From an optimization exercise on the open Yosys and OpenROAD flow, aimed at small area; shortcuts taken in it are not production practice. Function was checked by simulation only, so behaviour that the tests miss may differ from the original. Power and IR drop assume default switching activity.

### design/flow/constraint.sdc
create_clock -name core_clock -period 5.0 [get_ports {clk_pcie}]
set_input_delay 1.0000 -clock core_clock [delete_from_list [all_inputs] [get_ports {clk_pcie}]]
set_output_delay 1.0000 -clock core_clock [all_outputs]
set_load 0.01 [all_outputs]
### design/flow/standard.sh
#!/bin/bash
# synth_recipe.tcl (not shown) runs the flow's synth.tcl, then flattens the netlist and writes it again
# the make line also repeats each setting of config.mk as NAME=value (left out here)
make -C /OpenROAD-flow-scripts/flow DESIGN_CONFIG=/design/flow/config.mk WORK_HOME=/design/flow/orfs CLKGATE_MAP_FILE= SYNTH_SCRIPT=/design/flow/synth_recipe.tcl "${@:-finish}"
### design/flow/design.v
package pcie_cfg_pkg;
    typedef logic [63:0] cmd_word_t;     
    typedef logic [31:0] rsp_word_t;     
    typedef logic [15:0] word16_t;
    typedef logic [15:0] byte_addr_t;    
    typedef logic [31:0] dword_t;
    typedef logic [9:0]  dwaddr_t;       
    typedef logic [3:0]  byte_en_t;
    localparam logic [1:0] IDLE  = 2'd0;
    localparam logic [1:0] READ  = 2'd1;
    localparam logic [1:0] WRITE = 2'd2;
    localparam int CMD_BIT_RD      = 12;
    localparam int CMD_BIT_WR      = 13;
    localparam int ADDR_BIT_RW_MAP = 15;
    localparam int      RW_MAP_BITS = 256;
    localparam int      RO_MAP_BITS = 192;
    localparam logic [15:0] RW_MAGIC    = 16'h6745;
    localparam logic [15:0] RO_MAGIC    = 16'h2301;
    localparam logic [31:0]      CLEAR_INTERVAL_DEFAULT = 32'd62500;    
    localparam logic [63:0] DSN_DEFAULT            = 64'h0000000101000A35;
    localparam logic [3:0]     BYTE_EN_DEFAULT        = 4'hf;
    localparam int RW_POS_MAGIC           = 0;
    localparam int RW_POS_CFG_RD_EN       = 16;
    localparam int RW_POS_CFG_WR_EN       = 17;
    localparam int RW_POS_WAIT_COMPLETE   = 18;
    localparam int RW_POS_STATUS_CLEAR_EN = 19;
    localparam int RW_POS_BYTE_COUNT      = 32;
    localparam int RW_POS_DSN             = 64;
    localparam int RW_POS_MGMT_DI         = 128;
    localparam int RW_POS_MGMT_DWADDR     = 160;
    localparam int RW_POS_WR_READONLY     = 170;
    localparam int RW_POS_WR_RW1C         = 171;
    localparam int RW_POS_MGMT_BYTE_EN    = 172;
    localparam int RW_POS_CLEAR_INTERVAL  = 192;
    localparam int RO_POS_MAGIC       = 0;
    localparam int RO_POS_SPECIAL     = 16;
    localparam int RO_POS_BYTE_COUNT  = 32;
    localparam int RO_POS_FUNC_ID     = 64;
    localparam int RO_POS_LINK_STATUS = 80;
    localparam int RO_POS_MGMT_DO     = 96;
    localparam int RO_POS_READBACK    = 128;
    localparam int RO_POS_RB_DATA     = 160;
    localparam logic [31:0]   CLEAR_DI      = 32'hff000000;
    localparam logic [9:0]   CLEAR_DWADDR  = 10'd1;
    localparam logic [3:0]  CLEAR_BYTE_EN = 4'b1000;
endpackage
`timescale 1ns/1ps
module cfg_rw_next
#(
    parameter int W = 256
)
(
    input  logic [W-1:0] i_q,
    input  logic [W-1:0] i_sel_n,    
    input  logic [W-1:0] i_set_n,    
    input  logic [W-1:0] i_clr_n,    
    output logic [W-1:0] o_d
);
    assign o_d = ~(i_sel_n | i_set_n) | (i_q & (i_sel_n | i_clr_n));
endmodule
module cfg_ld_next
#(
    parameter int W = 46
)
(
    input  logic [W-1:0] i_q,
    input  logic         i_hold,
    input  logic [W-1:0] i_d,
    input  logic         i_load,
    output logic [W-1:0] o_d
);
    assign o_d = (i_q & {W{i_hold}}) | (i_d & {W{i_load}});
endmodule
`timescale 1ns/1ps
import pcie_cfg_pkg::*;
module cfg_rd_sel
(
    input  logic [RW_MAP_BITS-1:0] i_rw_map,
    input  logic                   i_mgmt_rd_en,
    input  logic                   i_mgmt_wr_en,
    input  logic [15:0]            i_func_id,
    input  logic [15:0]            i_link_status,
    input  logic [31:0]            i_mgmt_do,
    input  logic                   i_rb_valid,
    input  logic [9:0]             i_rb_dwaddr,
    input  logic [3:0]             i_rb_byte_en,
    input  logic [31:0]            i_rb_data,
    input  logic [15:0]            i_rw_sel_e,      
    input  logic [15:0]            i_rw_sel_o,      
    input  logic [11:0]            i_ro_sel_e,
    input  logic [11:0]            i_ro_sel_o,
    output logic [7:0]             o_even,
    output logic [7:0]             o_odd
);
    logic [RO_MAP_BITS-1:0] ro_map;
    assign ro_map[RO_POS_MAGIC +: 16]       = RO_MAGIC;
    assign ro_map[RO_POS_SPECIAL +: 16]     = {14'd0, i_mgmt_wr_en, i_mgmt_rd_en};
    assign ro_map[RO_POS_BYTE_COUNT +: 32]  = 32'(RO_MAP_BITS / 8);
    assign ro_map[RO_POS_FUNC_ID +: 16]     = i_func_id;
    assign ro_map[RO_POS_LINK_STATUS +: 16] = i_link_status;
    assign ro_map[RO_POS_MGMT_DO +: 32]     = i_mgmt_do;
    assign ro_map[RO_POS_READBACK +: 32]    = {16'd0, i_rb_byte_en, i_rb_valid, 1'b0, i_rb_dwaddr};
    assign ro_map[RO_POS_RB_DATA +: 32]     = i_rb_data;
    always_comb
    begin
        o_even = '0;
        o_odd  = '0;
        for (int k = 0; k < 16; k++)
        begin
            o_even = o_even | (i_rw_map[16*k +: 8]     & {8{i_rw_sel_e[k]}});
            o_odd  = o_odd  | (i_rw_map[16*k + 8 +: 8] & {8{i_rw_sel_o[k]}});
        end
        for (int k = 0; k < 12; k++)
        begin
            o_even = o_even | (ro_map[16*k +: 8]     & {8{i_ro_sel_e[k]}});
            o_odd  = o_odd  | (ro_map[16*k + 8 +: 8] & {8{i_ro_sel_o[k]}});
        end
    end
endmodule
`timescale 1ns/1ps
module cfg_inc4
(
    input  logic [3:0] i_q,
    input  logic       i_cin,
    input  logic       i_clr,
    output logic [3:0] o_d,
    output logic       o_all1
);
    logic [4:0] c;
    assign c[0] = i_cin;
    for (genvar i = 0; i < 4; i++)
    begin : g_bit
        assign c[i+1] = c[i] & i_q[i];
    end
    assign o_d    = ~{4{i_clr}} & (i_q ^ c[3:0]);
    assign o_all1 = &i_q;
endmodule
module cfg_cmp4
(
    input  logic [3:0] i_a,
    input  logic [3:0] i_b,
    output logic       o_gt,
    output logic       o_ge
);
    logic [3:0] g, p;
    assign g = i_a & ~i_b;
    assign p = i_a | ~i_b;
    assign o_gt = g[3] | (p[3] & g[2]) | (p[3] & p[2] & g[1]) | (p[3] & p[2] & p[1] & g[0]);
    assign o_ge = o_gt | &p;
endmodule
module cfg_cnt_next
(
    input  logic        i_rst,
    input  logic        i_step,
    input  logic [31:0] i_count,
    input  logic [31:0] i_interval,
    output logic        o_load,
    output logic [31:0] o_count
);
    logic [7:0] gt, ge, all1;
    logic [8:0] c_ge;        
    logic [7:0] a_low;       
    logic       clr;
    for (genvar k = 0; k < 8; k++)
    begin : g_cmp
        cfg_cmp4 u_cmp (
            .i_a  (i_count[4*k +: 4]),
            .i_b  (i_interval[4*k +: 4]),
            .o_gt (gt[k]),
            .o_ge (ge[k])
        );
    end
    assign c_ge[0] = 1'b1;
    for (genvar k = 0; k < 8; k++)
    begin : g_chain
        assign c_ge[k+1] = gt[k] | (ge[k] & c_ge[k]);
    end
    assign o_load = i_step & c_ge[8];
    assign clr    = i_rst | o_load;
    assign a_low[0] = 1'b1;
    for (genvar k = 1; k < 8; k++)
    begin : g_all
        assign a_low[k] = a_low[k-1] & all1[k-1];
    end
    for (genvar k = 0; k < 8; k++)
    begin : g_inc
        cfg_inc4 u_inc (
            .i_q    (i_count[4*k +: 4]),
            .i_cin  (i_step & a_low[k]),
            .i_clr  (clr),
            .o_d    (o_count[4*k +: 4]),
            .o_all1 (all1[k])
        );
    end
endmodule
`timescale 1ns/1ps
import pcie_cfg_pkg::*;
module pcie_cfg_top
#(
    parameter logic [31:0] CLEAR_INTERVAL = CLEAR_INTERVAL_DEFAULT
)
(
    input  logic        clk_pcie,
    input  logic        rst,
    input  logic        i_cmd_valid,
    input  logic [63:0] i_cmd_data,
    input  logic        i_rsp_full,
    input  logic        i_mgmt_done,
    input  logic [31:0] i_mgmt_do,
    input  logic [15:0] i_func_id,
    input  logic [15:0] i_link_status,
    output logic        o_cmd_ready,
    output logic        o_rsp_valid,
    output logic [31:0] o_rsp_data,
    output logic        o_mgmt_rd_en,
    output logic        o_mgmt_wr_en,
    output logic [31:0] o_mgmt_di,
    output logic [9:0]  o_mgmt_dwaddr,
    output logic [3:0]  o_mgmt_byte_en,
    output logic        o_mgmt_wr_readonly,
    output logic        o_mgmt_wr_rw1c,
    output logic [63:0] o_dsn
);
    localparam logic [255:0] RW_RESET =
        (256'(RW_MAGIC)               << RW_POS_MAGIC) |
        (256'(32'(RW_MAP_BITS / 8))   << RW_POS_BYTE_COUNT) |
        (256'(DSN_DEFAULT)            << RW_POS_DSN) |
        (256'(BYTE_EN_DEFAULT)        << RW_POS_MGMT_BYTE_EN) |
        (256'(CLEAR_INTERVAL)         << RW_POS_CLEAR_INTERVAL);
    localparam logic [255:0] LOAD_MASK =
        (256'(32'hffffffff) << RW_POS_MGMT_DI) |
        (256'(16'hffff)     << RW_POS_MGMT_DWADDR) |
        (256'(1)            << RW_POS_CFG_WR_EN);
    localparam logic [255:0] LOAD_VAL =
        (256'(CLEAR_DI)      << RW_POS_MGMT_DI) |
        (256'(CLEAR_DWADDR)  << RW_POS_MGMT_DWADDR) |
        (256'(CLEAR_BYTE_EN) << RW_POS_MGMT_BYTE_EN) |
        (256'(1)             << RW_POS_CFG_WR_EN);
    logic [255:0] rw_map;
    logic         st_rd, st_wr;      
    logic         rb_valid;
    logic [9:0]   rb_dwaddr;
    logic [3:0]   rb_byte_en;
    logic [31:0]  rb_data;
    logic [31:0]  count;
    logic [15:0] addr;
    logic        in_map;             
    logic [3:0]  w;                  
    logic        a0;
    logic [4:0]  u;                  
    logic        start_rd, start_wr, wait_cmp, clear_en;
    logic        busy, pending, accept, rd_accept, wr_strobe;
    logic        clear_rd_start, clear_wr_start, idle, step, load;
    logic [7:0]  mask_lo, mask_hi, val_lo, val_hi;
    logic [7:0]  mask_e, mask_o, val_e, val_o;
    assign addr   = i_cmd_data[31:16];
    assign in_map = (addr[14:5] == 10'd0);
    assign a0     = addr[0];
    assign w      = addr[4:1];
    assign u      = {1'b0, w} + {4'd0, a0};
    assign start_rd = rw_map[RW_POS_CFG_RD_EN];
    assign start_wr = rw_map[RW_POS_CFG_WR_EN];
    assign wait_cmp = rw_map[RW_POS_WAIT_COMPLETE];
    assign clear_en = rw_map[RW_POS_STATUS_CLEAR_EN];
    assign busy        = st_rd | st_wr;
    assign pending     = start_rd | start_wr | busy;
    assign o_cmd_ready = ~i_rsp_full & ~(wait_cmp & pending);
    assign accept      = i_cmd_valid & o_cmd_ready;
    assign rd_accept   = accept & i_cmd_data[CMD_BIT_RD];
    assign wr_strobe   = accept & i_cmd_data[CMD_BIT_WR] & addr[ADDR_BIT_RW_MAP] & in_map;
    assign mask_lo = i_cmd_data[47:40];
    assign mask_hi = i_cmd_data[39:32];
    assign val_lo  = i_cmd_data[63:56];
    assign val_hi  = i_cmd_data[55:48];
    assign mask_e = a0 ? mask_hi : mask_lo;
    assign val_e  = a0 ? val_hi  : val_lo;
    assign mask_o = a0 ? mask_lo : mask_hi;
    assign val_o  = a0 ? val_lo  : val_hi;
    assign clear_rd_start = ~busy & start_rd;
    assign clear_wr_start = ~busy & ~start_rd & start_wr;
    assign o_mgmt_rd_en   = st_rd & ~i_mgmt_done;
    assign o_mgmt_wr_en   = st_wr & ~i_mgmt_done;
    always_ff @(posedge clk_pcie)
    begin
        if (rst)
        begin
            st_rd <= 1'b0;
            st_wr <= 1'b0;
        end
        else if (busy)
        begin
            if (i_mgmt_done)
            begin
                st_rd <= 1'b0;
                st_wr <= 1'b0;
            end
        end
        else
        begin
            st_rd <= start_rd;
            st_wr <= ~start_rd & start_wr;
        end
    end
    assign idle = ~accept & ~pending;
    assign step = clear_en & idle;
    logic [31:0] count_nxt;
    cfg_cnt_next u_cnt_next (
        .i_rst      (rst),
        .i_step     (step),
        .i_count    (count),
        .i_interval (rw_map[RW_POS_CLEAR_INTERVAL +: 32]),
        .o_load     (load),
        .o_count    (count_nxt)
    );
    always_ff @(posedge clk_pcie)
        count <= count_nxt;
    logic [31:0]  byte_sel;          
    logic [16:0]  u_oh;              
    logic [15:0]  w_oh;
    assign u_oh = 17'd1 << u;
    assign w_oh = 16'd1 << w;
    function automatic logic [31:0] interleave(input logic [15:0] e, input logic [15:0] o);
        for (int k = 0; k < 16; k++)
            interleave[2*k +: 2] = {o[k], e[k]};
    endfunction
    assign byte_sel = {32{wr_strobe}} & interleave(u_oh[15:0], w_oh);
    logic [255:0] rw_nxt;
    logic [31:0]  sel_r;             
    logic [255:0] set_v, clr_v;      
    assign sel_r = byte_sel | {32{rst}};
    assign set_v = rst ? RW_RESET  : ({16{mask_o, mask_e}} & {16{val_o, val_e}});
    assign clr_v = rst ? ~RW_RESET : ({16{mask_o, mask_e}} & ~{16{val_o, val_e}});
    logic [255:0] rw_cell, sel_n_v;
    function automatic logic [255:0] spread8(input logic [31:0] x);
        for (int b = 0; b < 32; b++)
            spread8[8*b +: 8] = {8{x[b]}};
    endfunction
    assign sel_n_v = ~spread8(sel_r);
    cfg_rw_next #(.W(256)) u_rw_next (
        .i_q     (rw_map),
        .i_sel_n (sel_n_v),
        .i_set_n (~set_v),
        .i_clr_n (~clr_v),
        .o_d     (rw_cell)
    );
    always_comb
    begin
        rw_nxt = rw_cell;
        if (~rst & clear_rd_start)
            rw_nxt[RW_POS_CFG_RD_EN] = 1'b0;
        if (~rst & clear_wr_start)
            rw_nxt[RW_POS_CFG_WR_EN] = 1'b0;
        if (~rst & load)
            rw_nxt = (rw_nxt & ~LOAD_MASK) | LOAD_VAL;
    end
    always_ff @(posedge clk_pcie)
        rw_map <= rw_nxt;
    assign o_dsn              = rw_map[RW_POS_DSN +: 64];
    assign o_mgmt_di          = rw_map[RW_POS_MGMT_DI +: 32];
    assign o_mgmt_dwaddr      = rw_map[RW_POS_MGMT_DWADDR +: 10];
    assign o_mgmt_wr_readonly = rw_map[RW_POS_WR_READONLY];
    assign o_mgmt_wr_rw1c     = rw_map[RW_POS_WR_RW1C];
    assign o_mgmt_byte_en     = rw_map[RW_POS_MGMT_BYTE_EN +: 4];
    logic        rb_hold, rb_load, rbv_hold, rbv_load;
    logic [46:0] rb_q, rb_in, rb_nxt;
    assign rb_load  = ~rst & busy & i_mgmt_done;
    assign rb_hold  = ~rst & ~(busy & i_mgmt_done);
    assign rbv_load = ~rst & busy;
    assign rbv_hold = ~rst & ~busy;
    assign rb_q     = {rb_valid, rb_dwaddr, rb_byte_en, rb_data};
    assign rb_in    = {i_mgmt_done, o_mgmt_dwaddr, o_mgmt_byte_en, i_mgmt_do};
    cfg_ld_next #(.W(46)) u_rb_next (
        .i_q    (rb_q[45:0]),
        .i_hold (rb_hold),
        .i_d    (rb_in[45:0]),
        .i_load (rb_load),
        .o_d    (rb_nxt[45:0])
    );
    cfg_ld_next #(.W(1)) u_rbv_next (
        .i_q    (rb_q[46]),
        .i_hold (rbv_hold),
        .i_d    (rb_in[46]),
        .i_load (rbv_load),
        .o_d    (rb_nxt[46])
    );
    always_ff @(posedge clk_pcie)
        {rb_valid, rb_dwaddr, rb_byte_en, rb_data} <= rb_nxt;
    logic [7:0]   rd_e, rd_o;
    logic [15:0] rw_u, rw_w;         
    logic [11:0] ro_u, ro_w;
    assign rw_u = {16{in_map &  addr[ADDR_BIT_RW_MAP]}} & u_oh[15:0];
    assign rw_w = {16{in_map &  addr[ADDR_BIT_RW_MAP]}} & w_oh;
    assign ro_u = {12{in_map & ~addr[ADDR_BIT_RW_MAP]}} & u_oh[11:0];
    assign ro_w = {12{in_map & ~addr[ADDR_BIT_RW_MAP]}} & w_oh[11:0];
    cfg_rd_sel u_rd_sel (
        .i_rw_map      (rw_map),
        .i_mgmt_rd_en  (o_mgmt_rd_en),
        .i_mgmt_wr_en  (o_mgmt_wr_en),
        .i_func_id     (i_func_id),
        .i_link_status (i_link_status),
        .i_mgmt_do     (i_mgmt_do),
        .i_rb_valid    (rb_valid),
        .i_rb_dwaddr   (rb_dwaddr),
        .i_rb_byte_en  (rb_byte_en),
        .i_rb_data     (rb_data),
        .i_rw_sel_e    (rw_u),
        .i_rw_sel_o    (rw_w),
        .i_ro_sel_e    (ro_u),
        .i_ro_sel_o    (ro_w),
        .o_even        (rd_e),
        .o_odd         (rd_o)
    );
    always_ff @(posedge clk_pcie)
    begin
        if (rst)
            o_rsp_valid <= 1'b0;
        else
            o_rsp_valid <= rd_accept;
    end
    always_ff @(posedge clk_pcie)
    begin
        o_rsp_data[31:16] <= addr;
        o_rsp_data[15:8]  <= a0 ? rd_o : rd_e;
        o_rsp_data[7:0]   <= a0 ? rd_e : rd_o;
    end
endmodule
### design/flow/config.mk
export PLATFORM = sky130hd
export DESIGN_NAME = pcie_cfg_top
export DESIGN_NICKNAME = pcie_cfg_top
export VERILOG_FILES = /design/flow/design.v
export SDC_FILE = /design/flow/constraint.sdc
export NUM_CORES = 4
export LEC_CHECK = 0
export CAP_MARGIN = 20
export CORE_AREA = 10 10 280 280
export DIE_AREA = 0 0 290 290
export SLEW_MARGIN = 20
export SYNTH_HIERARCHICAL = 1
export BUFFER_PORTS_ARGS = -buffer_cell sky130_fd_sc_hd__buf_1
export CTS_ARGS = -sink_clustering_enable -repair_clock_nets -dont_use_dummy_load -buf_list {sky130_fd_sc_hd__clkbuf_8} -sink_clustering_size 16 -sink_clustering_max_diameter 60
### design/flow/flow/run.sh
#!/bin/bash
# Standard layout, with the ports buffered by the smallest buffer and a lighter clock tree
set -o pipefail
cat >> config.mk <<'EOC'
export BUFFER_PORTS_ARGS = -buffer_cell sky130_fd_sc_hd__buf_1
export CTS_ARGS = -sink_clustering_enable -repair_clock_nets -dont_use_dummy_load -buf_list {sky130_fd_sc_hd__clkbuf_8} -sink_clustering_size 16 -sink_clustering_max_diameter 60
EOC
bash standard.sh > standard_run.log 2>&1
==> results of run 1 <==
## per-stage QoR
stage	instances	instance area (um2)	utilization (%)	hold slack [ns]	worst slack, ns
after floorplan	1935	17300	-	0.438	0.959
after global placement	3050	18900	26.4	0.452	0.898
after detailed placement	3050	18900	26.4	0.461	0.844
after CTS	3085	19400	27.0	0.474	1.50
after global routing	3086	19400	27.0	0.488	1.31
final	3086	19400	27.0	0.476	1.31
## worst max-delay path by stage
stage / startpoint / end
final: i_cmd_data[20] / o_rsp_data[6]
after global routing: i_cmd_data[16] / o_rsp_data[14]
after CTS: i_cmd_data[20] / o_rsp_data[6]
after detailed placement: i_cmd_data[20] / o_rsp_data[6]
after global placement: i_cmd_data[20] / o_rsp_data[6]
after floorplan: i_cmd_valid / count[11]
## layer usage
metal	vias to the layer above	GRT usage (%)	part of all wire, %
met5	-	0	0.069
met1	7760	22.3	42
met3	139	4.24	9.9
li1	7528	-	-
met4	8	6.47	3.9
met2	857	26.3	44
## layout make-up
cell class	instances	share of cell area [%]
well taps	950	6.12
clock buffers	35	2.48
diodes	1	0.0129
multi-input cells	1347	43.8
inverters	14	0.270
flip-flops and latches	370	38.1
repair buffers	369	9.21
## cell usage in the layout (no fill, tap or decap), types with 26 or more instances in the layout
cell type  count
nand2b_1      76
nand2_1       41
buf_4        102
a22oi_1      112
nand3_1       53
and2_1        42
a31oi_1       41
ha_1          26
clkbuf_8      35
dfxtp_1      370
a22o_1        67
nor2_1        95
nor2b_1       41
o21ai_1      515
buf_1        264
## worst min-delay path, cell delays in order, from the launching register on
cell and delay, ns:
dfxtp_1 0.31, o21ai_1 0.06, o21ai_1 0.06
## where the power goes
part / internal (W) / switching (W)
combinational: 0.000307 / 0.000590
clock: 0.000628 / 0.00105
sequential: 0.00319 / 0.000228
total: 0.00413 / 0.00186
## sequential cells by signal (all words and copies together) (netlist names)
register / flops
rb_data: 32
st_wr: 1
rb_byte_en: 4
rb_dwaddr: 10
count: 32
o_rsp_data: 32
st_rd: 1
rb_valid: 1
rw_map: 256
o_rsp_valid: 1
==> flow_metrics.py, run 1 <==
metrics = {
    "worst_setup_path": {
        "cp_data_required_time_ns": 5.50,
        "ff2ff_path_depth": 10,
        "cp.arrival_ns": 4.19,
        "critical-path-top-delay-family": "simple AND/OR/NAND/NOR gates",
        "r2r_slack_ns": 1.93,
        "cp_cell_sequence": "buf_1, nor2b_1, a31o_2, nand2_1, nor2_1, buf_4, a22o_1, a221oi_1, and4_1, nand4_1, mux2_2",
        "slowest_stage": "buf_1",
        "path_depth": 11,
        "r2r-end": "rw_map[170]",
        "endpoint_kind": "flop",
        "start_kind": "input pin",
        "critPathBufInv": 2,
        "crit_type": "in -> reg",
        "crit_fanout": 10,
        "worstReg2RegStart": "st_rd",
        "max_stage_delay_ns": 0.51,
    },
    "power_and_ir_drop": {
        "fin_total_pwr_w": 0.00599,
        "leakagePower_nw": 6.86,
        "ir_drop_v": 0.000188,
        "powerDensity_nw_per_um2": 308,
    },
    "timing": {
        "hold_viol_final": 0,
        "timing.final.crit_period_ns": 3.69,
        "finClkSkew_ns": 0.0859,
        "slew_headroom_pct": 20.6,
        "finalMaxSlewViolations": 0,
        "worstMarginPinSlew_ns": 1.19,
        "timing.fmax_mhz": 271,
        "rsz0062_at_grt": "no",
        "finalCritPeriodShare_pct": 73.8,
        "fin_tns_setup_ns": 0,
        "setup_viol": 0,
    },
    "clock_network": {
        "cts.clk_slew.worst_paths_ns": 0.10,
        "cts.repair.resized": 0,
        "ctsHoldBuffers": 0,
        "clock-sinks": 370,
        "cts-root-buf": "clkbuf_8",
        "clk_latency_ns": 0.64,
        "clock_path_buffers": 3,
        "cts_setup_buffers": 0,
        "htreeDepth": 2,
        "cts_tree": "done",
        "tritoncts.num_buffers": 35,
    },
    "yosys": {
        "syn_area_per_cell_um2": 8.92,
        "syn_area_um2": 17300,
        "synth_warnings": 8,
        "syn_inst": 1935,
    },
    "cells_and_area": {
        "fin_nets": 2296,
        "seq_area_um2": 7410,
        "drive_above_1_share_pct": 10.8,
        "fillers": 7901,
        "multi_input_area_um2": 8510,
        "synthToLayoutAreaGrowth_pct": 12.6,
    },
    "hold_path": {
        "hold_depth": 2,
        "hold_class": "reg -> reg",
        "hp-start": "rw_map[182]",
        "hold-path-endpoint": "rw_map[182]",
    },
    "detailed_routing": {
        "drt_iter0_markers": 1899,
        "num_vias": 16300,
        "first_pass_iters": 6,
        "vias_per_cell": 5.28,
        "final_antenna_net_count": 0,
        "drc_errors": 0,
        "wirelength_mm": 75.8,
        "wl_per_cell_um": 24.6,
    },
    "global_route": {
        "grt_pass1_wl_mm": 108,
        "antenna_found_initial": 8,
        "grt_pass1_vias": 15100,
        "grt.total_usage_pct": 17.0,
        "grt_max_degree": 72,
        "overflow": 0,
    },
    "floorplanning": {
        "fp.dieW_um": 290,
        "die-area_um2": 84100,
        "core-area_um2": 71900,
        "die_h_um": 290,
        "num_io_pins": 281,
        "start_util_pct": 24.0,
        "rows": 98,
    },
    "place": {
        "hpwl_mm": 56.8,
        "gp_congestion": 0.935,
        "numPortBuffers": 266,
    },
    "run": {
        "drv_cap": 0,
    },
    "status": {
        "status": "finished clean",
    },
}
==> run 2, diff against run 1 <==
==> design/flow/flow/run.sh (replaced) <==
#!/bin/bash
# Standard layout, with the ports buffered by the smallest buffer and a lighter clock tree
set -o pipefail
cat >> config.mk <<'EOC'
export REMOVE_ABC_BUFFERS = 1
export BUFFER_PORTS_ARGS = -buffer_cell sky130_fd_sc_hd__buf_1
export CTS_ARGS = -sink_clustering_enable -repair_clock_nets -dont_use_dummy_load -buf_list {sky130_fd_sc_hd__clkbuf_8} -sink_clustering_size 16 -sink_clustering_max_diameter 60
EOC
bash standard.sh > standard_run.log 2>&1
--- a/design/flow/config.mk
+++ b/design/flow/config.mk
@@ -5,10 +5,12 @@
 export SDC_FILE = /design/flow/constraint.sdc
 export NUM_CORES = 4
 export LEC_CHECK = 0
-export CAP_MARGIN = 20
+export CAP_MARGIN = 10
 export CORE_AREA = 10 10 280 280
 export DIE_AREA = 0 0 290 290
-export SLEW_MARGIN = 20
+export GPL_TIMING_DRIVEN = 0
+export SLEW_MARGIN = 10
 export SYNTH_HIERARCHICAL = 1
+export REMOVE_ABC_BUFFERS = 1
 export BUFFER_PORTS_ARGS = -buffer_cell sky130_fd_sc_hd__buf_1
 export CTS_ARGS = -sink_clustering_enable -repair_clock_nets -dont_use_dummy_load -buf_list {sky130_fd_sc_hd__clkbuf_8} -sink_clustering_size 16 -sink_clustering_max_diameter 60
==> run 2 against run 1 <==
Net effect: still clean on timing, DRC and antenna; sequential cell count did not move; die area did not move; non-clock buffer count fell by 65; sequential power barely moved; global-route usage fell by 0.84 points; combinational power fell by 1%.
==> flow_metrics.py, run 2 <==
metrics = {
    "clock_network": {
        "cts.clk_slew.worst_paths_ns": 0.06,
        "cts_tree": "done",
        "cts_setup_buffers": 0,
        "tritoncts.num_buffers": 36,
        "ctsHoldBuffers": 0,
        "clock_path_buffers": 3,
        "cts-root-buf": "clkbuf_8",
        "htreeDepth": 2,
        "clk_latency_ns": 0.63,
        "cts.repair.resized": 0,
        "clock-sinks": 370,
    },
    "timing": {
        "fin_tns_setup_ns": 0,
        "finalCritPeriodShare_pct": 97.0,
        "whs_ns": 0.469,
        "worstMarginPinSlew_ns": 1.36,
        "finalMaxSlewViolations": 0,
        "finalWorstSetupSlack_ns": 0.152,
        "setup_viol": 0,
        "slew_headroom_pct": 9.15,
        "finClkSkew_ns": 0.0699,
        "timing.fmax_mhz": 206,
        "rsz0062_at_grt": "no",
        "hold_viol_final": 0,
        "timing.final.crit_period_ns": 4.85,
    },
    "cells_and_area": {
        "regMostFlops": "rw_map",
        "final_area_um2": 19400,
        "largest_register_ffs": 256,
        "synthToLayoutAreaGrowth_pct": 12.4,
        "fillers": 7804,
        "mostFrequentLayoutCells": "o21ai_1 (515), dfxtp_1 (370), buf_1 (264)",
        "drive_above_1_share_pct": 9.61,
        "fin_nets": 2232,
        "mostFrequentLayoutCell": "o21ai_1",
    },
    "detailed_routing": {
        "drt_iter0_markers": 2072,
        "num_vias": 16000,
        "first_pass_iters": 7,
        "highest_layer": "met5",
        "wl_met3_mm": 7.99,
        "wl_per_cell_um": 23.9,
        "met1_length_mm": 30.7,
        "wirelength_mm": 72.2,
        "final_antenna_net_count": 0,
        "route.met2.wl_mm": 31.4,
        "drc_errors": 0,
        "vias_per_cell": 5.28,
    },
    "hold_path": {
        "hold_depth": 2,
        "hold_class": "reg -> reg",
    },
    "worst_setup_path": {
        "path_depth": 12,
        "cp_data_required_time_ns": 5.52,
        "ff2ff_path_depth": 8,
        "slowest_stage": "nor2_1",
        "crit_fanout": 16,
        "crit_type": "in -> reg",
        "critPathBufInv": 1,
        "endpoint_kind": "flop",
        "start_kind": "input pin",
        "cp_cell_sequence": "buf_1, ha_1, ha_1, nand2b_1, o32ai_2, nand2_1, nor2_1, a22oi_1, nand3_1, nor2_1, nand4_1, mux2_2",
        "critical-path-top-delay-family": "simple AND/OR/NAND/NOR gates",
        "max_stage_delay_ns": 1.05,
        "cp.arrival_ns": 5.37,
    },
    "global_route": {
        "grt.total_usage_pct": 16.1,
        "overflow": 0,
        "grt_pass1_vias": 14600,
        "grt_pass1_wl_mm": 103,
        "antenna_found_initial": 9,
        "grt_max_degree": 50,
    },
    "yosys": {
        "syn_inst": 1935,
        "syn_area_per_cell_um2": 8.92,
        "synth_warnings": 8,
        "syn_area_um2": 17300,
    },
    "floorplanning": {
        "rows": 98,
        "die-area_um2": 84100,
        "die_h_um": 290,
        "core-area_um2": 71900,
        "start_util_pct": 24.0,
        "num_io_pins": 281,
        "fp.dieW_um": 290,
    },
    "status": {
        "status": "finished clean",
    },
    "power_and_ir_drop": {
        "leakagePower_nw": 6.62,
        "powerDensity_nw_per_um2": 308,
        "ir_drop_v": 0.000195,
    },
    "run": {
        "drv_cap": 0,
    },
    "place": {
        "placed_cell_area_um2": 18900,
        "hpwl_mm": 54.0,
        "numPortBuffers": 266,
        "gp_congestion": 0.883,
        "dp_slack_ns": -0.170,
    },
}
==> run 2: metrics by stage <==
step,cells,util (%),power [W]
final,3022,27.0,0.00597
after global routing,3022,27.0,0.00622
after CTS,3021,27.0,0.00600
after detailed placement,2985,26.3,0.00434
after global placement,2947,25.2,0.00427
after floorplan,1731,-,0.00386
==> run 2: tightest hold or removal path: stages (launching register included) <==
cell	delay, ns
dfxtp_1	0.30
o21ai_1	0.06
o21ai_1	0.06
==> run 2: routing by layer <==
metal  up-vias  track usage, %
li1       7373               -
met3       156            4.79
met1      7510            21.6
met4        10            4.63
met5         -               0
met2       920            24.6
==> run 2: final timing paths <==
path	from	end	slack, ns
worst max-delay path	i_cmd_data[17]	o_rsp_data[7]	0.15
worst min-delay path	rw_map[243]	rw_map[243]	0.47
worst max register to register	st_rd	rw_map[163]	1.34
worst min register to register	rw_map[243]	rw_map[243]	0.47
==> run 2: report_power, final <==
part,total [W],switching (W),internal (W),leakage (nW)
combinational,0.000887,0.000574,0.000313,3.32
clock,0.00168,0.00104,0.000645,0.259
sequential,0.00340,0.000208,0.00319,3.04
total,0.00597,0.00182,0.00415,6.62
==> run 2: area by class of cell <==
cell class	count	area [um2]	share of cell area (%)
diodes	1	2.50	0.0129
clock buffers	36	495	2.56
inverters	14	52.6	0.271
multi-input cells	1347	8750	45.1
flip-flops and latches	370	7410	38.2
well taps	950	1190	6.13
repair buffers	304	1490	7.69
==> run 3, diff against run 2 <==
==> design/flow/flow/run.sh (replaced) <==
#!/bin/bash
# Standard layout, with the ports buffered by the smallest buffer and a lighter clock tree
set -o pipefail
cat >> config.mk <<'EOC'
export BUFFER_PORTS_ARGS = -buffer_cell sky130_fd_sc_hd__buf_1
export CTS_ARGS = -sink_clustering_enable -repair_clock_nets -dont_use_dummy_load -buf_list {sky130_fd_sc_hd__clkbuf_8} -sink_clustering_size 16 -sink_clustering_max_diameter 60
EOC
bash standard.sh > standard_run.log 2>&1
==> design/flow/config.mk (replaced) <==
export PLATFORM = sky130hd
export DESIGN_NAME = pcie_cfg_top
export DESIGN_NICKNAME = pcie_cfg_top
export VERILOG_FILES = /design/flow/design.v
export SDC_FILE = /design/flow/constraint.sdc
export NUM_CORES = 4
export LEC_CHECK = 0
export CAP_MARGIN = 20
export CORE_AREA = 10 10 180 180
export DIE_AREA = 0 0 190 190
export PLACE_DENSITY = 0.7
export SLEW_MARGIN = 20
export SYNTH_HIERARCHICAL = 1
export BUFFER_PORTS_ARGS = -buffer_cell sky130_fd_sc_hd__buf_1
export CTS_ARGS = -sink_clustering_enable -repair_clock_nets -dont_use_dummy_load -buf_list {sky130_fd_sc_hd__clkbuf_8} -sink_clustering_size 16 -sink_clustering_max_diameter 60
==> run 3 against run 2 <==
Net effect: core utilization rose by 38 points; sequential share of layout area rose by 1.7 points; global-route usage rose by 19 points; still clean on timing, DRC and antenna; synthesized area did not move; largest cell class unchanged; hold slack improved by 0.0085 ns; critical endpoint unchanged.
==> flow_metrics.py, run 3 <==
metrics = {
    "status": {
        "status": "finished clean",
    },
    "place": {
        "numPortBuffers": 266,
        "placed_cell_area_um2": 18100,
        "gp_congestion": 1.03,
        "hpwl_mm": 47.9,
        "dp_cells": 2465,
    },
    "worst_setup_path": {
        "endpoint_kind": "flop",
        "worstReg2RegStart": "rw_map[193]",
        "crit_type": "in -> reg",
        "start_kind": "input pin",
        "cp.arrival_ns": 4.36,
        "cp_data_required_time_ns": 5.49,
        "crit_fanout": 16,
        "r2r_slack_ns": 1.84,
        "r2r-end": "rw_map[162]",
        "ff2ff_path_depth": 9,
    },
    "power_and_ir_drop": {
        "ir_drop_v": 0.000258,
        "leakagePower_nw": 6.75,
        "powerDensity_nw_per_um2": 316,
    },
    "global_route": {
        "overflow": 0,
        "grt.total_usage_pct": 35.0,
        "antenna_found_initial": 1,
        "grt_pass1_vias": 15700,
        "grt_pass1_wl_mm": 96.7,
        "grt_max_degree": 76,
    },
    "cells_and_area": {
        "mostFrequentLayoutCells": "o21ai_1 (515), dfxtp_1 (370), buf_1 (264)",
        "final_util_pct": 64.8,
        "antenna_cells": 0,
        "synthToLayoutAreaGrowth_pct": 7.46,
        "fillers": 2563,
        "mostFrequentLayoutCell": "o21ai_1",
        "fin_nets": 2276,
        "multi_input_area_um2": 8500,
        "fin_cells": 2499,
        "regMostFlops": "rw_map",
        "drive_above_1_share_pct": 9.83,
        "seq_area_um2": 7410,
        "final_area_um2": 18500,
        "largest_register_ffs": 256,
    },
    "timing": {
        "fin_tns_setup_ns": 0,
        "setup_viol": 0,
        "finalMaxSlewViolations": 0,
        "finalCritPeriodShare_pct": 77.4,
        "timing.final.crit_period_ns": 3.87,
        "rsz0062_at_grt": "no",
        "worstMarginPinSlew_ns": 1.19,
        "slew_headroom_pct": 20.1,
        "finClkSkew_ns": 0.0642,
        "timing.fmax_mhz": 258,
        "hold_viol_final": 0,
    },
    "detailed_routing": {
        "vias_per_cell": 6.54,
        "wirelength_mm": 65.6,
        "drt_iter0_markers": 1853,
        "first_pass_iters": 6,
        "drc_errors": 0,
        "final_antenna_net_count": 0,
        "wl_per_cell_um": 26.2,
        "num_vias": 16400,
    },
    "yosys": {
        "syn_area_um2": 17300,
        "syn_area_per_cell_um2": 8.92,
        "syn_inst": 1935,
        "synth_warnings": 8,
    },
    "hold_path": {
        "hold-path-endpoint": "rw_map[43]",
        "hold_class": "reg -> reg",
        "hp-start": "rw_map[43]",
        "hold_depth": 2,
    },
    "clock_network": {
        "cts_tree": "done",
        "htreeDepth": 2,
        "ctsHoldBuffers": 0,
        "cts-root-buf": "clkbuf_8",
        "clock-sinks": 370,
        "clk_latency_ns": 0.56,
        "cts_setup_buffers": 0,
        "cts.clk_slew.worst_paths_ns": 0.07,
        "tritoncts.num_buffers": 34,
        "cts.repair.resized": 0,
        "clock_path_buffers": 3,
    },
    "floorplanning": {
        "fp.dieW_um": 190,
        "die_h_um": 190,
        "core-area_um2": 28600,
        "die-area_um2": 36100,
        "start_util_pct": 60.3,
        "num_io_pins": 281,
        "rows": 62,
    },
    "run": {
        "drv_cap": 0,
    },
}
==> run 3: cell count changes in the layout (fill, tap and decap cells not counted), sizes merged <==
| cell | previous run | this run |
|---|---|---|
| buf | 304 | 348 |
| diode | 1 | 0 |
==> run 3: power by group <==
group          internal [W]  leakage (nW)  switching, W  total [W]
sequential          0.00319          3.04      0.000229    0.00342
clock              0.000612         0.244      0.000984    0.00160
combinational      0.000302          3.46      0.000541   0.000843
total               0.00410          6.75       0.00175    0.00586
==> run 3: routing by layer <==
layer / GRT usage (%) / vias to the layer above / share of wire (%)
li1: - / 7483 / -
met3: 8.99 / 217 / 11
met2: 55.0 / 1000 / 45
met4: 19.5 / 2 / 5.9
met5: 0 / - / 0.020
met1: 43.0 / 7650 / 38
==> run 3: how the worst max path moves through the flow <==
stage	start	to	slack, ns	cells after the start
final	i_cmd_data[26]	o_rsp_data[7]	1.13	9
after global routing	i_cmd_data[26]	o_rsp_data[7]	1.10	9
after CTS	i_cmd_data[26]	o_rsp_data[3]	1.30	9
after detailed placement	i_cmd_data[26]	o_rsp_data[3]	0.74	9
after global placement	i_cmd_data[22]	o_rsp_data[15]	0.81	9
after floorplan	i_cmd_valid	count[11]	0.96	6
==> run 3: metrics by stage <==
step	total power, W	hold WS [ns]	worst slack, ns
6_report	0.00586	0.478	1.13
5_1_grt	0.00607	0.492	1.10
4_1_cts	0.00584	0.476	1.30
3_5_place_dp	0.00430	0.461	0.737
3_3_place_gp	0.00427	0.452	0.811
2_1_floorplan	0.00401	0.438	0.959
==> run 3: final cells by class <==
cell class / count / area share, %
inverters: 14 / 0.283
well taps: 384 / 2.59
clock buffers: 34 / 2.52
repair buffers: 350 / 8.81
flip-flops and latches: 370 / 39.9
multi-input cells: 1347 / 45.8
==> run 3: critical path, cell delays in order <==
cell and delay, ns:
buf_1 0.09, nor4_2 0.33, nand4b_1 0.78, nor2_1 1.22, a22oi_1 0.19, nand4_1 0.16, nor2_1 0.05, nand4_1 0.30
mux2_2 0.23
==> run 4, diff against run 3 <==
--- a/design/flow/config.mk
+++ b/design/flow/config.mk
@@ -5,11 +5,11 @@
 export SDC_FILE = /design/flow/constraint.sdc
 export NUM_CORES = 4
 export LEC_CHECK = 0
-export CAP_MARGIN = 20
+export CAP_MARGIN = 0
 export CORE_AREA = 10 10 180 180
 export DIE_AREA = 0 0 190 190
 export PLACE_DENSITY = 0.7
-export SLEW_MARGIN = 20
+export SLEW_MARGIN = 0
 export SYNTH_HIERARCHICAL = 1
 export BUFFER_PORTS_ARGS = -buffer_cell sky130_fd_sc_hd__buf_1
 export CTS_ARGS = -sink_clustering_enable -repair_clock_nets -dont_use_dummy_load -buf_list {sky130_fd_sc_hd__clkbuf_8} -sink_clustering_size 16 -sink_clustering_max_diameter 60
==> run 4 against run 3 <==
Net effect: largest power group unchanged; sequential share of layout area hardly changed; worst setup slack better by 0.027 ns; count of clock-buffer cells in the layout stayed put; non-clock buffer count stayed put; critical path depth stayed put; total power hardly changed; global-route usage stayed put; synthesized area stayed put.
==> flow_metrics.py, run 4 <==
metrics = {
    "detailed_routing": {
        "wirelength_mm": 65.7,
        "drt_iter0_markers": 1858,
        "vias_per_cell": 6.56,
        "num_vias": 16400,
        "first_pass_iters": 6,
        "final_antenna_net_count": 0,
        "wl_per_cell_um": 26.3,
        "drc_errors": 0,
    },
    "timing": {
        "fin_tns_setup_ns": 0,
        "finalCritPeriodShare_pct": 76.9,
        "rsz0062_at_grt": "no",
        "timing.final.crit_period_ns": 3.84,
        "whs_ns": 0.479,
        "finalWorstSetupSlack_ns": 1.16,
        "slew_headroom_pct": 14.9,
        "finalMaxSlewViolations": 0,
        "setup_viol": 0,
        "hold_viol_final": 0,
        "worstMarginPinSlew_ns": 1.28,
        "timing.fmax_mhz": 260,
        "finClkSkew_ns": 0.0659,
    },
    "floorplanning": {
        "die-area_um2": 36100,
        "start_util_pct": 60.3,
        "fp.dieW_um": 190,
        "die_h_um": 190,
        "num_io_pins": 281,
        "core-area_um2": 28600,
        "rows": 62,
    },
    "hold_path": {
        "hold_class": "reg -> reg",
        "hp-start": "rw_map[43]",
        "hold_depth": 2,
        "hold-path-endpoint": "rw_map[43]",
    },
    "worst_setup_path": {
        "endpoint_kind": "flop",
        "crit_fanout": 16,
        "r2r_slack_ns": 1.84,
        "cp.arrival_ns": 4.33,
        "ff2ff_path_depth": 9,
        "r2r-end": "rw_map[162]",
        "cp_data_required_time_ns": 5.49,
        "crit_type": "in -> reg",
        "worstReg2RegStart": "rw_map[193]",
        "start_kind": "input pin",
    },
    "clock_network": {
        "tritoncts.num_buffers": 34,
        "cts_tree": "done",
        "clock_path_buffers": 3,
        "clk_latency_ns": 0.57,
        "cts.clk_slew.worst_paths_ns": 0.07,
        "cts_setup_buffers": 0,
        "cts-root-buf": "clkbuf_8",
        "htreeDepth": 2,
        "clock-sinks": 370,
        "ctsHoldBuffers": 0,
        "cts.repair.resized": 0,
    },
    "power_and_ir_drop": {
        "seq_power_share_pct": 58.3,
        "ir_drop_v": 0.000255,
        "fin_total_pwr_w": 0.00586,
        "powerDensity_nw_per_um2": 316,
        "power.internal_w": 0.00410,
        "comb_power_share_pct": 14.4,
        "p_sw_share_pct": 30.0,
        "leakagePower_nw": 6.75,
        "clkPwrFrac_pct": 27.3,
        "p_switching_w": 0.00176,
    },
    "place": {
        "hpwl_mm": 47.9,
        "gp_congestion": 1.03,
        "numPortBuffers": 266,
        "dp_slack_ns": 0.737,
    },
    "global_route": {
        "grt_pass1_wl_mm": 96.7,
        "antenna_found_initial": 1,
        "overflow": 0,
        "grt_max_degree": 76,
        "grt_pass1_vias": 15700,
        "grt.total_usage_pct": 35.0,
    },
    "cells_and_area": {
        "largest_register_ffs": 256,
        "drive_above_1_share_pct": 9.79,
        "mostFrequentLayoutCell": "o21ai_1",
        "fin_nets": 2276,
        "final_util_pct": 64.8,
        "mostFrequentLayoutCells": "o21ai_1 (515), dfxtp_1 (370), buf_1 (264)",
        "regMostFlops": "rw_map",
        "synthToLayoutAreaGrowth_pct": 7.43,
        "antenna_cells": 0,
    },
    "yosys": {
        "syn_inst": 1935,
        "syn_area_um2": 17300,
        "syn_area_per_cell_um2": 8.92,
        "synth_warnings": 8,
    },
    "status": {
        "status": "finished clean",
    },
    "run": {
        "drv_cap": 0,
    },
}
-- run 4: power groups by stage --
stage	Clock [W]	Sequential [W]	Combinational [W]
finish	0.00160	0.00342	0.000844
detailed placement	0	0.00347	0.000827
floorplan	0	0.00338	0.000633
CTS	0.00160	0.00341	0.000828
global placement	0	0.00347	0.000803
global route	0.00171	0.00344	0.000922
-- run 4: area by class of cell --
cell class,instances,area [um2]
Tap cell,384,480
Multi-Input combinational cell,1347,8490
Inverter,14,52.6
Fill cell,2563,10100
Timing Repair Buffer,350,1630
Clock buffer,34,468
Sequential cell,370,7410
-- run 4: how the worst max path moves through the flow --
stage / end / from / slack [ns]
detailed placement: o_rsp_data[3] / i_cmd_data[26] / 0.74
CTS: o_rsp_data[3] / i_cmd_data[26] / 1.30
global route: o_rsp_data[7] / i_cmd_data[26] / 1.10
finish: o_rsp_data[3] / i_cmd_data[26] / 1.16
floorplan: count[11] / i_cmd_valid / 0.96
global placement: o_rsp_data[15] / i_cmd_data[22] / 0.81
-- run 4: per-layer routing --
layer / global-route usage (%) / routed length [um]
met5: 0 / 13
met1: 43.0 / 24600
met2: 55.0 / 29400
met4: 19.5 / 3970
met3: 8.99 / 7590
-- run 4: stage by stage --
stage / std cells / instance area (um2)
floorplan: 1935 / 17300
global placement: 2465 / 18100
detailed placement: 2465 / 18100
CTS: 2499 / 18500
global route: 2499 / 18500
finish: 2499 / 18500
-- run 4: worst max-delay path: stages --
cell      delay (ns)
buf_1           0.09
nor4_2          0.33
nand4b_1        0.78
nor2_1          1.20
a22oi_1         0.18
nand3_1         0.14
nor2_1          0.05
nand4_1         0.31
mux2_2          0.24
==> run 5, diff against run 4 <==
==> design/flow/flow/run.sh (replaced) <==
#!/bin/bash
# Standard layout, with the ports buffered by the smallest buffer and a lighter clock tree
set -o pipefail
cat >> config.mk <<'EOC'
export BUFFER_PORTS_ARGS = -buffer_cell sky130_fd_sc_hd__buf_1
export CTS_ARGS = -sink_clustering_enable -repair_clock_nets -dont_use_dummy_load -buf_list {sky130_fd_sc_hd__clkbuf_8} -sink_clustering_size 20 -sink_clustering_max_diameter 50
EOC
bash standard.sh > standard_run.log 2>&1
==> design/flow/config.mk (replaced) <==
export PLATFORM = sky130hd
export DESIGN_NAME = pcie_cfg_top
export DESIGN_NICKNAME = pcie_cfg_top
export VERILOG_FILES = /design/flow/design.v
export SDC_FILE = /design/flow/constraint.sdc
export NUM_CORES = 4
export LEC_CHECK = 0
export CAP_MARGIN = 20
export CORE_AREA = 10 10 180 180
export DIE_AREA = 0 0 190 190
export PLACE_DENSITY = 0.7
export SLEW_MARGIN = 20
export SYNTH_HIERARCHICAL = 1
export BUFFER_PORTS_ARGS = -buffer_cell sky130_fd_sc_hd__buf_1
export CTS_ARGS = -sink_clustering_enable -repair_clock_nets -dont_use_dummy_load -buf_list {sky130_fd_sc_hd__clkbuf_8} -sink_clustering_size 20 -sink_clustering_max_diameter 50
==> run 5 against run 4 <==
Net effect: critical path type unchanged; final cell count rose by 0.16%; critical path depth did not move; clock power barely moved; largest cell class unchanged.
==> flow_metrics.py, run 5 <==
metrics = {
    "clock_network": {
        "clock-sinks": 370,
        "cts.repair.resized": 0,
        "clock_path_buffers": 3,
        "cts-root-buf": "clkbuf_8",
        "cts_setup_buffers": 0,
        "htreeDepth": 2,
        "cts_tree": "done",
        "cts.clk_slew.worst_paths_ns": 0.09,
        "tritoncts.num_buffers": 36,
        "clk_latency_ns": 0.59,
        "ctsHoldBuffers": 0,
    },
    "cells_and_area": {
        "synthToLayoutAreaGrowth_pct": 7.65,
        "fin_nets": 2278,
        "multi_input_area_um2": 8500,
        "fillers": 2557,
        "drive_above_1_share_pct": 9.92,
        "largest_register_ffs": 256,
        "seq_area_um2": 7410,
        "mostFrequentLayoutCells": "o21ai_1 (515), dfxtp_1 (370), buf_1 (264)",
        "mostFrequentLayoutCell": "o21ai_1",
        "regMostFlops": "rw_map",
    },
    "worst_setup_path": {
        "endpoint_kind": "flop",
        "r2r_slack_ns": 1.85,
        "cp_data_required_time_ns": 5.51,
        "cp.arrival_ns": 4.33,
        "crit_type": "in -> reg",
        "crit_fanout": 16,
        "start_kind": "input pin",
    },
    "power_and_ir_drop": {
        "leakagePower_nw": 6.76,
        "powerDensity_nw_per_um2": 317,
        "ir_drop_v": 0.000245,
        "fin_total_pwr_w": 0.00589,
    },
    "global_route": {
        "grt_max_degree": 76,
        "grt.total_usage_pct": 35.0,
        "grt_pass1_vias": 15700,
        "antenna_found_initial": 1,
        "grt_pass1_wl_mm": 96.9,
        "overflow": 0,
    },
    "yosys": {
        "synth_warnings": 8,
        "syn_area_per_cell_um2": 8.92,
        "syn_inst": 1935,
        "syn_area_um2": 17300,
    },
    "timing": {
        "timing.final.crit_period_ns": 3.82,
        "timing.fmax_mhz": 262,
        "whs_ns": 0.474,
        "slew_headroom_pct": 19.9,
        "worstMarginPinSlew_ns": 1.20,
        "rsz0062_at_grt": "no",
        "hold_viol_final": 0,
        "finalCritPeriodShare_pct": 76.4,
        "setup_viol": 0,
        "finalMaxSlewViolations": 0,
        "finClkSkew_ns": 0.0750,
        "fin_tns_setup_ns": 0,
    },
    "detailed_routing": {
        "wl_per_cell_um": 26.2,
        "wirelength_mm": 65.6,
        "drc_errors": 0,
        "final_antenna_net_count": 0,
        "drt_iter0_markers": 1918,
        "num_vias": 16400,
        "first_pass_iters": 8,
        "vias_per_cell": 6.55,
    },
    "floorplanning": {
        "core-area_um2": 28600,
        "fp.dieW_um": 190,
        "start_util_pct": 60.3,
        "num_io_pins": 281,
        "die_h_um": 190,
        "die-area_um2": 36100,
        "rows": 62,
    },
    "place": {
        "gp_congestion": 1.03,
        "numPortBuffers": 266,
        "hpwl_mm": 47.9,
    },
    "hold_path": {
        "hold_class": "reg -> reg",
    },
    "run": {
        "drv_cap": 0,
    },
    "status": {
        "status": "finished clean",
    },
}
-- run 5: worst paths after layout --
path                                startpoint              to  depth (start not counted)
worst max register to register     rw_map[193]     rw_map[162]                          9
worst min register to register     rw_map[249]     rw_map[249]                          2
worst max-delay path            i_cmd_data[26]  o_rsp_data[15]                          9
worst min-delay path               rw_map[249]     rw_map[249]                          2
-- run 5: report_power, final --
group / internal (W) / leakage [nW] / total [W] / switching [W]
registers: 0.00319 / 3.04 / 0.00342 / 0.000228
clock network: 0.000645 / 0.259 / 0.00163 / 0.000984
logic: 0.000302 / 3.46 / 0.000844 / 0.000542
-- run 5: worst max-delay path, cell delays in order --
cell and delay (ns):
buf_1 0.09, nor4_2 0.34, nand4b_1 0.78, nor2_1 1.20, a22oi_1 0.18, nand4_1 0.16
nor2_1 0.05, nand4_1 0.28, mux2_2 0.23
-- run 5: final cells by class --
| type | count | share of cell area, % |
|---|---|---|
| multi-input combinational | 1347 | 45.8 |
| sequential | 370 | 39.9 |
| timing repair buffer | 350 | 8.80 |
| clock buffer | 36 | 2.67 |
| tap | 384 | 2.59 |
| inverter | 14 | 0.283 |
| antenna | 2 | 0.0269 |
-- run 5: layer usage --
metal | GRT usage [%] | share of wire, % | vias up
li1 | - | - | 7486
met1 | 43.9 | 38 | 7653
met2 | 54.6 | 44 | 1033
met3 | 7.74 | 11 | 224
met4 | 20.1 | 6.4 | 0
met5 | 0 | 0 | -
-- run 5: through the flow --
stage | std cells | setup slack [ns] | util (%) | cell area, um2
3_3_place_gp | 2465 | 0.811 | 63.1 | 18100
2_1_floorplan | 1935 | 0.959 | - | 17300
4_1_cts | 2501 | 1.31 | 64.8 | 18600
3_5_place_dp | 2465 | 0.737 | 63.1 | 18100
6_report | 2503 | 1.18 | 64.9 | 18600
5_1_grt | 2501 | 1.12 | 64.9 | 18600
==> run 6, diff against run 5 <==
==> design/flow/flow/run.sh (replaced) <==
#!/bin/bash
# Standard layout, with the ports buffered by the smallest buffer and a lighter clock tree
set -o pipefail
cat >> config.mk <<'EOC'
export BUFFER_PORTS_ARGS = -buffer_cell sky130_fd_sc_hd__buf_1
export CTS_ARGS = -sink_clustering_enable -repair_clock_nets -dont_use_dummy_load -buf_list {sky130_fd_sc_hd__clkbuf_16} -sink_clustering_size 32 -sink_clustering_max_diameter 80
EOC
bash standard.sh > standard_run.log 2>&1
==> design/flow/config.mk (replaced) <==
export PLATFORM = sky130hd
export DESIGN_NAME = pcie_cfg_top
export DESIGN_NICKNAME = pcie_cfg_top
export VERILOG_FILES = /design/flow/design.v
export SDC_FILE = /design/flow/constraint.sdc
export NUM_CORES = 4
export LEC_CHECK = 0
export CAP_MARGIN = 20
export CORE_AREA = 10 10 280 280
export DIE_AREA = 0 0 290 290
export SLEW_MARGIN = 20
export SYNTH_HIERARCHICAL = 1
export BUFFER_PORTS_ARGS = -buffer_cell sky130_fd_sc_hd__buf_1
export CTS_ARGS = -sink_clustering_enable -repair_clock_nets -dont_use_dummy_load -buf_list {sky130_fd_sc_hd__clkbuf_16} -sink_clustering_size 32 -sink_clustering_max_diameter 80
==> run 6 against run 5 <==
Net effect: sequential share of layout area decreased by 2.0 points; sequential cell count unchanged; synthesized cell count unchanged; via count decreased by 0.92%; critical path type unchanged; count of clock-buffer cells in the layout decreased by 11; largest cell class unchanged; synthesized area unchanged; clock power increased by 18%; core utilization decreased by 38 points.
==> flow_metrics.py, run 6 <==
metrics = {
    "floorplanning": {
        "fp.dieW_um": 290,
        "core-area_um2": 71900,
        "die_h_um": 290,
        "rows": 98,
        "start_util_pct": 24.0,
        "num_io_pins": 281,
        "die-area_um2": 84100,
    },
    "yosys": {
        "syn_area_per_cell_um2": 8.92,
        "syn_inst": 1935,
        "synth_warnings": 8,
        "syn_area_um2": 17300,
    },
    "clock_network": {
        "cts-root-buf": "clkbuf_16",
        "clk_latency_ns": 0.62,
        "cts.repair.resized": 0,
        "clock-sinks": 370,
        "htreeDepth": 1,
        "ctsHoldBuffers": 0,
        "tritoncts.num_buffers": 25,
        "cts_tree": "done",
        "cts_setup_buffers": 0,
        "clock_path_buffers": 3,
        "cts.clk_slew.worst_paths_ns": 0.10,
    },
    "worst_setup_path": {
        "crit_type": "in -> reg",
        "ff2ff_path_depth": 9,
        "crit_fanout": 10,
        "start_kind": "input pin",
        "worstReg2RegStart": "rw_map[193]",
        "cp.arrival_ns": 4.16,
        "r2r-end": "rw_map[155]",
        "endpoint_kind": "flop",
        "cp_data_required_time_ns": 5.47,
        "r2r_slack_ns": 1.93,
    },
    "timing": {
        "finClkSkew_ns": 0.102,
        "finalMaxSlewViolations": 0,
        "worstMarginPinSlew_ns": 1.21,
        "finalCritPeriodShare_pct": 73.8,
        "setup_viol": 0,
        "timing.fmax_mhz": 271,
        "slew_headroom_pct": 19.1,
        "timing.final.crit_period_ns": 3.69,
        "fin_tns_setup_ns": 0,
        "rsz0062_at_grt": "no",
        "hold_viol_final": 0,
    },
    "cells_and_area": {
        "antenna_cells": 0,
        "fin_nets": 2286,
        "mostFrequentLayoutCell": "o21ai_1",
        "final_util_pct": 27.2,
        "regMostFlops": "rw_map",
        "synthToLayoutAreaGrowth_pct": 13.5,
        "largest_register_ffs": 256,
        "mostFrequentLayoutCells": "o21ai_1 (515), dfxtp_1 (370), buf_1 (264)",
        "fillers": 7873,
        "drive_above_1_share_pct": 10.4,
    },
    "power_and_ir_drop": {
        "ir_drop_v": 0.000261,
        "leakagePower_nw": 6.92,
        "powerDensity_nw_per_um2": 318,
    },
    "hold_path": {
        "hold_depth": 2,
        "hold-path-endpoint": "rw_map[226]",
        "hold_class": "reg -> reg",
        "hp-start": "rw_map[226]",
    },
    "global_route": {
        "grt_max_degree": 72,
        "grt_pass1_vias": 15100,
        "antenna_found_initial": 6,
        "overflow": 0,
        "grt.total_usage_pct": 16.8,
        "grt_pass1_wl_mm": 108,
    },
    "detailed_routing": {
        "drc_errors": 0,
        "drt_iter0_markers": 1732,
        "vias_per_cell": 5.28,
        "wirelength_mm": 75.2,
        "final_antenna_net_count": 0,
        "num_vias": 16200,
        "first_pass_iters": 6,
        "wl_per_cell_um": 24.4,
    },
    "status": {
        "status": "finished clean",
    },
    "place": {
        "gp_congestion": 0.935,
        "numPortBuffers": 266,
        "hpwl_mm": 56.8,
    },
    "run": {
        "drv_cap": 0,
    },
}
[run 6: layout make-up]
| cell class | count | area (um2) | share of cell area, % |
|---|---|---|---|
| Clock buffer | 25 | 626 | 3.20 |
| Inverter | 14 | 52.6 | 0.268 |
| Multi-Input combinational cell | 1347 | 8510 | 43.5 |
| Sequential cell | 370 | 7410 | 37.8 |
| Tap cell | 950 | 1190 | 6.07 |
| Timing Repair Buffer | 369 | 1790 | 9.14 |
[run 6: critical path: stages]
cell and delay [ns]:
buf_1 0.50, nor2b_1 0.39, a31o_2 0.41, nand2_1 0.12
nor2_1 0.11, buf_4 0.23, a22o_1 0.18, a221oi_1 0.19
and4_1 0.25, nand4_1 0.36, mux2_2 0.40
[run 6: worst max path at each step]
stage / from / end / slack (ns) / cells after the start
2_1_floorplan: i_cmd_valid / count[11] / 0.96 / 6
3_3_place_gp: i_cmd_data[20] / o_rsp_data[6] / 0.90 / 11
3_5_place_dp: i_cmd_data[20] / o_rsp_data[6] / 0.84 / 11
4_1_cts: i_cmd_data[20] / o_rsp_data[6] / 1.46 / 11
5_1_grt: i_cmd_data[16] / o_rsp_data[14] / 1.29 / 10
6_report: i_cmd_data[20] / o_rsp_data[6] / 1.31 / 11
[run 6: stage by stage]
stage	setup slack, ns	cell area, um2	std cells	total power, W	hold WS (ns)
final	1.31	19600	3075	0.00623	0.476
after global placement	0.898	18900	3050	0.00435	0.452
after floorplan	0.959	17300	1935	0.00401	0.438
after global routing	1.29	19600	3075	0.00647	0.491
after detailed placement	0.844	18900	3050	0.00437	0.461
after CTS	1.46	19600	3075	0.00626	0.477
[run 6: where the power goes]
group | internal [W] | total [W] | switching [W]
Sequential | 0.00319 | 0.00342 | 0.000227
Clock | 0.000882 | 0.00192 | 0.00104
Combinational | 0.000307 | 0.000896 | 0.000589
[run 6: routing by layer]
metal	vias up	routed length, um	GRT usage [%]
li1	7511	-	-
met4	8	3130	6.51
met1	7749	32200	22.4
met2	846	32600	26.0
met3	131	7180	3.82
met5	-	52	0
==> run 7, diff against run 6 <==
==> design/flow/flow/run.sh (replaced) <==
#!/bin/bash
# Standard layout, with the ports buffered by the smallest buffer and a lighter clock tree
set -o pipefail
cat >> config.mk <<'EOC'
export BUFFER_PORTS_ARGS = -buffer_cell sky130_fd_sc_hd__buf_1
export CTS_ARGS = -sink_clustering_enable -repair_clock_nets -dont_use_dummy_load -buf_list {sky130_fd_sc_hd__clkbuf_4} -sink_clustering_size 9 -sink_clustering_max_diameter 40
EOC
bash standard.sh > standard_run.log 2>&1
==> design/flow/config.mk (replaced) <==
export PLATFORM = sky130hd
export DESIGN_NAME = pcie_cfg_top
export DESIGN_NICKNAME = pcie_cfg_top
export VERILOG_FILES = /design/flow/design.v
export SDC_FILE = /design/flow/constraint.sdc
export NUM_CORES = 4
export LEC_CHECK = 0
export CAP_MARGIN = 20
export CORE_AREA = 10 10 165 165
export DIE_AREA = 0 0 175 175
export PLACE_DENSITY = 0.8
export SLEW_MARGIN = 20
export SYNTH_HIERARCHICAL = 1
export BUFFER_PORTS_ARGS = -buffer_cell sky130_fd_sc_hd__buf_1
export CTS_ARGS = -sink_clustering_enable -repair_clock_nets -dont_use_dummy_load -buf_list {sky130_fd_sc_hd__clkbuf_4} -sink_clustering_size 9 -sink_clustering_max_diameter 40
==> run 7 against run 6 <==
Net effect: fmax is 1.8% lower; first-iteration DRC count is 65% higher; critical path type unchanged; still clean; clock power is 27% lower; critical endpoint is now o_rsp_data[12]; sequential cell count stayed put; synthesized area stayed put; die area is 64% lower; total power is 8.8% lower; global-route usage is 23 points higher; core utilization is 51 points higher.
==> flow_metrics.py, run 7 <==
metrics = {
    "clock_network": {
        "tritoncts.num_buffers": 49,
        "ctsHoldBuffers": 0,
        "cts.repair.resized": 0,
        "cts_setup_buffers": 0,
        "clock_path_buffers": 3,
        "cts.clk_slew.worst_paths_ns": 0.09,
        "cts_tree": "done",
        "cts-root-buf": "clkbuf_4",
        "clock-sinks": 370,
        "htreeDepth": 2,
        "clk_latency_ns": 0.70,
    },
    "cells_and_area": {
        "mostFrequentLayoutCell": "o21ai_1",
        "fin_nets": 2285,
        "final_area_um2": 18300,
        "fillers": 1698,
        "synthToLayoutAreaGrowth_pct": 6.16,
        "mostFrequentLayoutCells": "o21ai_1 (515), dfxtp_1 (370), buf_1 (264)",
        "regMostFlops": "rw_map",
        "largest_register_ffs": 256,
        "multi_input_area_um2": 8500,
        "fin_cells": 2445,
        "drive_above_1_share_pct": 10.3,
        "seq_area_um2": 7410,
    },
    "power_and_ir_drop": {
        "leakagePower_nw": 6.69,
        "ir_drop_v": 0.000254,
        "comb_power_share_pct": 15.1,
        "powerDensity_nw_per_um2": 311,
        "power.internal_w": 0.00394,
        "p_switching_w": 0.00174,
        "p_sw_share_pct": 30.7,
        "seq_power_share_pct": 60.1,
        "clkPwrFrac_pct": 24.8,
    },
    "place": {
        "dp_slack_ns": 0.811,
        "placed_cell_area_um2": 17900,
        "dp_cells": 2394,
        "numPortBuffers": 266,
        "hpwl_mm": 47.2,
        "gp_congestion": 1.06,
    },
    "worst_setup_path": {
        "cpMostUsedCell": "ha_1",
        "endpoint_kind": "flop",
        "start_kind": "input pin",
        "crit_fanout": 16,
        "cp_cell_sequence": "buf_1, buf_4, ha_1, ha_1, nand2b_1, o32ai_2, nand2_1, nor2_1, a22oi_1, nand4_1, or3_1, mux2_2",
        "ff2ff_path_depth": 8,
        "cp_data_required_time_ns": 5.64,
        "crit_type": "in -> reg",
        "slowest_stage": "nor2_1",
        "cp.arrival_ns": 4.40,
        "max_stage_delay_ns": 0.82,
    },
    "timing": {
        "finalMaxSlewViolations": 0,
        "finClkSkew_ns": 0.0757,
        "fin_tns_setup_ns": 0,
        "timing.fmax_mhz": 266,
        "rsz0062_at_grt": "no",
        "worstMarginPinSlew_ns": 1.31,
        "finalCritPeriodShare_pct": 75.2,
        "whs_ns": 0.472,
        "slew_headroom_pct": 12.5,
        "setup_viol": 0,
        "hold_viol_final": 0,
        "finalWorstSetupSlack_ns": 1.24,
        "timing.final.crit_period_ns": 3.76,
    },
    "detailed_routing": {
        "drt_iter0_markers": 2860,
        "final_antenna_net_count": 0,
        "wirelength_mm": 64.9,
        "first_pass_iters": 8,
        "vias_per_cell": 7.07,
        "drc_errors": 0,
        "num_vias": 17300,
        "wl_per_cell_um": 26.6,
    },
    "yosys": {
        "syn_inst": 1935,
        "syn_area_per_cell_um2": 8.92,
        "synth_warnings": 8,
        "syn_area_um2": 17300,
    },
    "hold_path": {
        "hold_class": "in -> reg",
        "hold_depth": 1,
    },
    "floorplanning": {
        "die_h_um": 175,
        "core-area_um2": 23500,
        "rows": 56,
        "start_util_pct": 73.3,
        "num_io_pins": 281,
        "fp.dieW_um": 175,
        "die-area_um2": 30600,
    },
    "global_route": {
        "grt_pass1_wl_mm": 96.5,
        "overflow": 0,
        "grt.total_usage_pct": 40.2,
        "grt_pass1_vias": 16300,
        "grt_max_degree": 72,
        "antenna_found_initial": 1,
    },
    "run": {
        "drv_cap": 0,
    },
    "status": {
        "status": "finished clean",
    },
}
[run 7: cell count changes in the layout (fill, tap and decap cells not counted), moves of 2 or more]
cell	previous run	this run
a31oi_2	3	0
buf_4	102	78
clkbuf_16	25	0
nor2_1	95	92
a31oi_1	41	44
clkbuf_4	1	49
diode_2	0	2
nor2_2	0	3
[run 7: area by class of cell]
cell class | count | share of cell area [%]
Sequential cell | 370 | 40.4
Tap cell | 319 | 2.18
Multi-Input combinational cell | 1347 | 46.4
Clock buffer | 49 | 2.01
Inverter | 14 | 0.287
Antenna cell | 2 | 0.0273
Timing Repair Buffer | 344 | 8.66
[run 7: per-stage QoR]
stage	total power, W	util (%)
2_1_floorplan	0.00401	-
3_3_place_gp	0.00425	76.2
3_5_place_dp	0.00430	76.2
4_1_cts	0.00563	77.7
5_1_grt	0.00587	77.8
6_report	0.00569	77.8
[run 7: critical path, delay by kind of cell]
kind,cells,cell delay (ns)
buffers and inverters,2,0.27
AOI/OAI and AO/OA,2,0.72
muxes,1,0.20
adders and majority gates,2,0.49
and+or+nand+nor,5,1.72
[run 7: worst paths after layout]
kind	startpoint	end	slack (ns)
setup / recovery	i_cmd_data[17]	o_rsp_data[12]	1.24
hold / removal	i_cmd_data[29]	o_rsp_data[29]	0.47
setup reg to reg	rw_map[194]	rw_map[168]	1.38
hold reg to reg	rw_map[42]	rw_map[42]	0.48
[run 7: metal layers]
metal	share of wire, %	vias to the layer above	track usage [%]
met5	0	-	0
li1	-	7496	-
met1	36	7991	50.8
met2	42	1498	59.2
met4	5.1	0	19.2
met3	16	299	15.3
[run 7: power by group through the flow]
stage                     clock network [W]  registers (W)  logic [W]
final                               0.00141        0.00342   0.000861
after global routing                0.00151        0.00343   0.000926
after CTS                           0.00140        0.00340   0.000832
after detailed placement                  0        0.00347   0.000830
after global placement                    0        0.00345   0.000796
after floorplan                           0        0.00338   0.000633

what the ideal ports hide:
In the flow no input, the clock included, has a driving cell. The finished layouts below were timed again as built, in two steps. Step 1 sets driving cells, clkbuf_16 on the clock port and buf_2 on the other inputs (assumed; they add their load-dependent delay and slew). Step 2, shift: input delay + t, output delay - t, t = (earliest + latest rising clock arrival at the registers) / 2. This alone moves slack from input paths to output paths. Slacks: no drivers / after step 1 / after step 2; pairs: no drivers / after step 1.
run | t (ns) | setup slack, ns | worst setup path after step 2 | worst register clock-pin slew, ns | pins driven straight from the clock port
run 1 | 0.650 | 1.309 / 1.315 / 0.665 | input to register | 0.11 / 0.11 | 1
run 2 | 0.650 | 0.152 / 0.176 / -0.474 | input to register | 0.10 / 0.10 | 1
run 3 | 0.585 | 1.131 / 1.155 / 0.570 | input to register | 0.10 / 0.10 | 1
run 4 | 0.585 | 1.157 / 1.181 / 0.596 | input to register | 0.10 / 0.10 | 1
run 5 | 0.596 | 1.181 / 1.200 / 0.604 | input to register | 0.11 / 0.11 | 1
run 6 | 0.619 | 1.309 / 1.319 / 0.700 | input to register | 0.12 / 0.12 | 1
run 7 | 0.712 | 1.241 / 1.264 / 0.552 | input to register | 0.10 / 0.10 | 1
With both steps, setup timing fails in run 2, where it was met with ideal ports. The setup slack of run 7, which loses most, moves by +0.023 ns with the drivers and by -0.689 ns with both steps.
